What follows belongs to an exercise in optimizing a design on an open flow for small area, a short achievable clock period and few clock cycles; a production flow would make more cautious choices.
In this exercise RTL edits were held to simulation tests only and were not proved equivalent to the original.

==> flow/design.v, too long to show whole: its modules and the start of the top module <==
// module qsim_ctrl: 151 lines
// module qsim_index_counter: 66 lines
// module qsim_state_buffer: 37 lines
// module qsim_cmac: 53 lines
// module qsim_csa5: 16 lines
// module qsim_benc: 14 lines
// module qsim_bmul: 2779 lines
// module qsim_top: 71 lines
module qsim_top (
  input  logic        clk,
  input  logic        reset_n,
  input  logic        dut_valid,
  output logic        dut_ready,
  output logic [15:0] in_read_address,
  input  logic [63:0] in_read_data,
  output logic [15:0] gate_read_address,
  input  logic [63:0] gate_read_data,
  output logic        out_write_enable,
  output logic [15:0] out_write_address,
  output logic [63:0] out_write_data
);
  // ...
==> flow/flow/run.sh <==
#!/bin/bash
# Standard synthesis unchanged, then the standard layout with repair_timing
# asked to leave more setup slack than the 12.5 ns clock needs.
set -euo pipefail
MARGIN=$(cat flow/margin.txt)
bash standard.sh synth > synth.log 2>&1
bash standard.sh SETUP_SLACK_MARGIN=$MARGIN finish > layout.log 2>&1
==> flow/flow/margin.txt <==
8
==> flow/standard.sh <==
#!/bin/bash
# synth_recipe.tcl (not shown) runs the flow's synth.tcl, then flattens the netlist and writes it again
# the make line also repeats each setting of config.mk as NAME=value (left out here)
make -C /OpenROAD-flow-scripts/flow DESIGN_CONFIG=/design/flow/config.mk WORK_HOME=/design/flow/orfs CLKGATE_MAP_FILE= SYNTH_SCRIPT=/design/flow/synth_recipe.tcl "${@:-finish}"
==> flow/config.mk <==
export PLATFORM = sky130hd
export DESIGN_NAME = qsim_top
export DESIGN_NICKNAME = qsim_top
export VERILOG_FILES = /design/flow/design.v
export SDC_FILE = /design/flow/constraint.sdc
export NUM_CORES = 4
export LEC_CHECK = 0
export CAP_MARGIN = 20
export CORE_MARGIN = 2
export CORE_UTILIZATION = 40
export SETUP_SLACK_MARGIN = 5
export SLEW_MARGIN = 20
==> flow/constraint.sdc <==
create_clock -name core_clock -period 12.5 [get_ports {clk}]
set_input_delay 2.5000 -clock core_clock [delete_from_list [all_inputs] [get_ports {clk}]]
set_output_delay 2.5000 -clock core_clock [all_outputs]
set_load 0.01 [all_outputs]
==> results.sh, run 1 <==
export IMPL_status="timing/DRC/antenna clean"
export IMPL_busiest_layer="met2"
export IMPL_viasPerCell=6.40
export IMPL_synth_top_area_share_pct=35.2
export IMPL_fin_area_sq_um=201000
export IMPL_synth_compound_area_share_pct=14.1
export IMPL_synth_area_sq_um=176000
export IMPL_grt_overflow=0
export IMPL_finalCritPeriodShare_pct=37.8
export IMPL_r2r_slack_ps=7780
export IMPL_buffers=871
export IMPL_clkCellAreaFrac_pct=4.96
export IMPL_synth_top_family_by_area="adder cells"
export IMPL_post_cts_resized=709
export IMPL_bufAreaShareNonClock_pct=5.25
export IMPL_wl_met2_um=315000
export IMPL_mostFrequentLayoutCells="2,177 x a22oi_1, 2,069 x edfxtp_1, 1,671 x fa_1"
export IMPL_min_from="u_ctrl.s1_row[3]"
export IMPL_die_y_um=668
export IMPL_synth_simple_area_share_pct=3.11
export IMPL_met1Wirelength_um=256000
export IMPL_synth_area_mux_share_pct=1.07
export IMPL_gp_congestion=0.915
export IMPL_dpl_worst_slack_ps=6700
export IMPL_yosysMostFrequentCell="a22oi_1"
export IMPL_r2r_end="u_cmac.acc[59]"
export IMPL_cts_tree="done"
export IMPL_wl_per_cell_um=36.3
export IMPL_synth_cells=14400
export IMPL_critPathKind="register to register"
export IMPL_fillers=39400
export IMPL_cts_max_path_buffers=4
export IMPL_area_growth_pct=13.9
export IMPL_finalSetupViolations=0
export IMPL_fmax_ghz=0.212
Testbench counts, summed over its fixed seeds: cycles 58,098.
==> run 2, diff against run 1 <==
==> flow/run.sh (new file) <==
#!/bin/bash
# synth_recipe.tcl (not shown) runs the flow's synth.tcl, then flattens the netlist and writes it again
# the make line also repeats each setting of config.mk as NAME=value (left out here)
make -C /OpenROAD-flow-scripts/flow DESIGN_CONFIG=/design/flow/config.mk WORK_HOME=/design/flow/orfs CLKGATE_MAP_FILE= SYNTH_SCRIPT=/design/flow/synth_recipe.tcl finish
removed: flow/flow/run.sh
removed: flow/flow/margin.txt
removed: flow/standard.sh
==> results.sh, run 2 <==
export IMPL_status="timing/DRC/antenna clean"
export IMPL_grt_overflow=0
export IMPL_wirelength_um=714000
export IMPL_cts_max_path_buffers=4
export IMPL_cp_arrival_ps=6700
export IMPL_finalCritPeriodShare_pct=47.5
export IMPL_ys_seq_area_share_pct=43.8
export IMPL_mostFrequentLayoutCells="2,178 x a22oi_1, 2,069 x edfxtp_1, 1,675 x fa_1"
export IMPL_portBuffers=221
export IMPL_grt_max_degree=82
export IMPL_synth_edf_count=2069
export IMPL_track_usage_pct=31.3
export IMPL_cts_hold_buf=0
export IMPL_finalSetupViolations=0
export IMPL_core_area_sq_um=439000
export IMPL_die_y_um=668
export IMPL_worstSetupEndpointType="register"
export IMPL_slew_limit_headroom_pct=8.74
export IMPL_clk_pin_slew_ps=70
export IMPL_die_w_um=668
export IMPL_maxCapViolCount=0
export IMPL_synth_area_leaders="edfxtp_1 35%, fa_1 19%, a22oi_1 9.3%"
export IMPL_ys_ff_latch=2823
export IMPL_drt_iter0_drc=20000
export IMPL_ys_types=92
export IMPL_fin_crit_ps=5940
export IMPL_via_count=128000
export IMPL_initial_core_util_pct=40.2
export IMPL_nNetsFinal=16100
export IMPL_slew_violations=0
export IMPL_worst_pin_slew_ps=1350
export IMPL_grt_pass1_vias=128000
export IMPL_synth_cells=14400
export IMPL_post_cts_resized=0
export IMPL_fin_area_sq_um=195000
export IMPL_final_common_cell="a22oi_1"
export IMPL_finClkSkew_ps=118
export IMPL_postCtsSetupBuffers=0
export IMPL_tns_ps=0
export IMPL_ys_warn_count=8
export IMPL_rows=243
export IMPL_cts_tree="done"
export IMPL_hold_viol=0
export IMPL_antenna_found_initial=41
export IMPL_gp_congestion=0.950
export IMPL_clock_sinks=2823
export IMPL_path_max_fanout=45
export IMPL_post_dp_cell_area_sq_um=184000
export IMPL_drc=0
export IMPL_startpoint_type="register"
export IMPL_synth_top_area_share_pct=35.2
export IMPL_rsz0062_at_grt="false"
export IMPL_hp_class="register to register"
export IMPL_clockRootBuffer="clkbuf_16"
export IMPL_area_growth_pct=10.4
export IMPL_largestRegisters="u_buffer.bank0 x1024, u_buffer.bank1 x1024"
export IMPL_async_flop_share_pct=0
export IMPL_yosysTopAreaCell="edfxtp_1"
export IMPL_grt_first_pass_wirelength_um=993000
export IMPL_synthFlopType="edfxtp_1"
export IMPL_antenna_left=0
export IMPL_dp_hpwl_um=442000
export IMPL_worstSkewPairLatency_ps=1010
export IMPL_synth_area_per_cell_sq_um=12.2
export IMPL_boundaryPins=245
export IMPL_first_pass_iters=9
export IMPL_required_ps=13270
export IMPL_fmax_ghz=0.168
export IMPL_cts_buffers=307
export IMPL_viasPerCell=6.35
export IMPL_synth_common_cells="2,178 x a22oi_1, 2,069 x edfxtp_1, 1,675 x fa_1"
export IMPL_yosysMostFrequentCell="a22oi_1"
export IMPL_drive_gt1_share_pct=8.74
export IMPL_critPathKind="register to register"
export IMPL_die_area_sq_um=446000
export IMPL_wl_per_cell_um=35.4
export IMPL_htree_num_levels=5
export IMPL_synth_area_sq_um=176000
[run 2: path summary, 6_finish.rpt]
check / from / end / slack (ps) / cells past startpoint
max reg2reg: u_ctrl.s1_col[3] / u_cmac.a_im_d[13] / 6560 / 12
max: u_ctrl.s1_col[3] / u_cmac.a_im_d[13] / 6560 / 12
min reg2reg: u_ctrl.s2_first / u_ctrl.s3_first / 310 / 0
min: u_ctrl.s2_first / u_ctrl.s3_first / 310 / 0
[run 2: final cells by class]
type                    count  area (sq um)
flip-flops and latches   2823         77500
diodes                     19          47.5
fillers                 40100        244000
clock buffers             408          8540
well taps                5880          7360
multi-input cells        8594         87900
repair buffers            621          5300
clock inverters           161          1830
inverters                1672          6280
[run 2: per-stage QoR]
step	std cells	hold slack [ps]	setup WS, ps	utilization (%)
CTS	20200	320	6650	44.4
global route	20200	322	6310	44.4
detailed placement	19600	312	6680	42.0
finish	20200	315	6560	44.4
global placement	19600	310	6720	42.0
floorplan	14400	310	6640	-
[run 2: layer usage]
layer  track usage (%)  up-vias  part of all wire (%)
met2              46.7    10600                    43
met1              39.6    65200                    36
met3              11.6     2679                    15
met4              16.4       44                   6.4
li1                  -    49600                     -
met5             0.586        -                 0.094
[run 2: critical path, cell delays in order (launching register included)]
cell and delay [ps]:
dfxtp_4 340, buf_4 640, buf_4 580, and4bb_4 550, buf_4 730, buf_4 740, a22o_1 230, a221oi_1 50
nand3_1 150, o221ai_1 410, o211ai_1 540, nand2_1 110, mux2i_1 550
[run 2: cells by family (layout without fill, tap and decap cells)]
logic type | Yosys count | count (layout) | share of synthesized area, %
simple gates | 1068 | 1068 | 3.11
xor+xnor | 2078 | 2078 | 10.3
other cells | 1 | 42 | 0.00213
mux | 172 | 172 | 1.07
compound gates | 3306 | 3306 | 14.1
fa+ha+maj | 1947 | 1947 | 20.9
flops | 2823 | 2823 | 43.8
buf+inv | 3019 | 2862 | 6.69

==> what the ideal ports hide <==
The flow's constraints put no driver on any port. The routed layouts listed below were extracted and timed again, unchanged, in two steps.
Step 1: set_driving_cell puts a clkbuf_16 on clk and a buf_2 on each other input, an assumption about the parent block.
Step 2 also shifts input and output timing later by t, the mid clock arrival at the registers, as if the neighbouring blocks saw the same clock.
a / b / c = no drivers / after step 1 / after step 2; a / b = the first two.
run	shift t [ns]	setup WS [ns]	slew at the worst register clock pin (ns)	worst slew at a driven data input, ns
run 1	1.048	7.779 / 7.779 / 7.352	0.07 / 0.07	0.11
run 2	1.078	6.563 / 6.563 / 6.563	0.07 / 0.07	0.06
After both steps setup and hold are still met in every run listed. For run 1, which loses most, drivers alone change the setup slack by 0.000 ns; drivers and shift together by -0.427 ns.
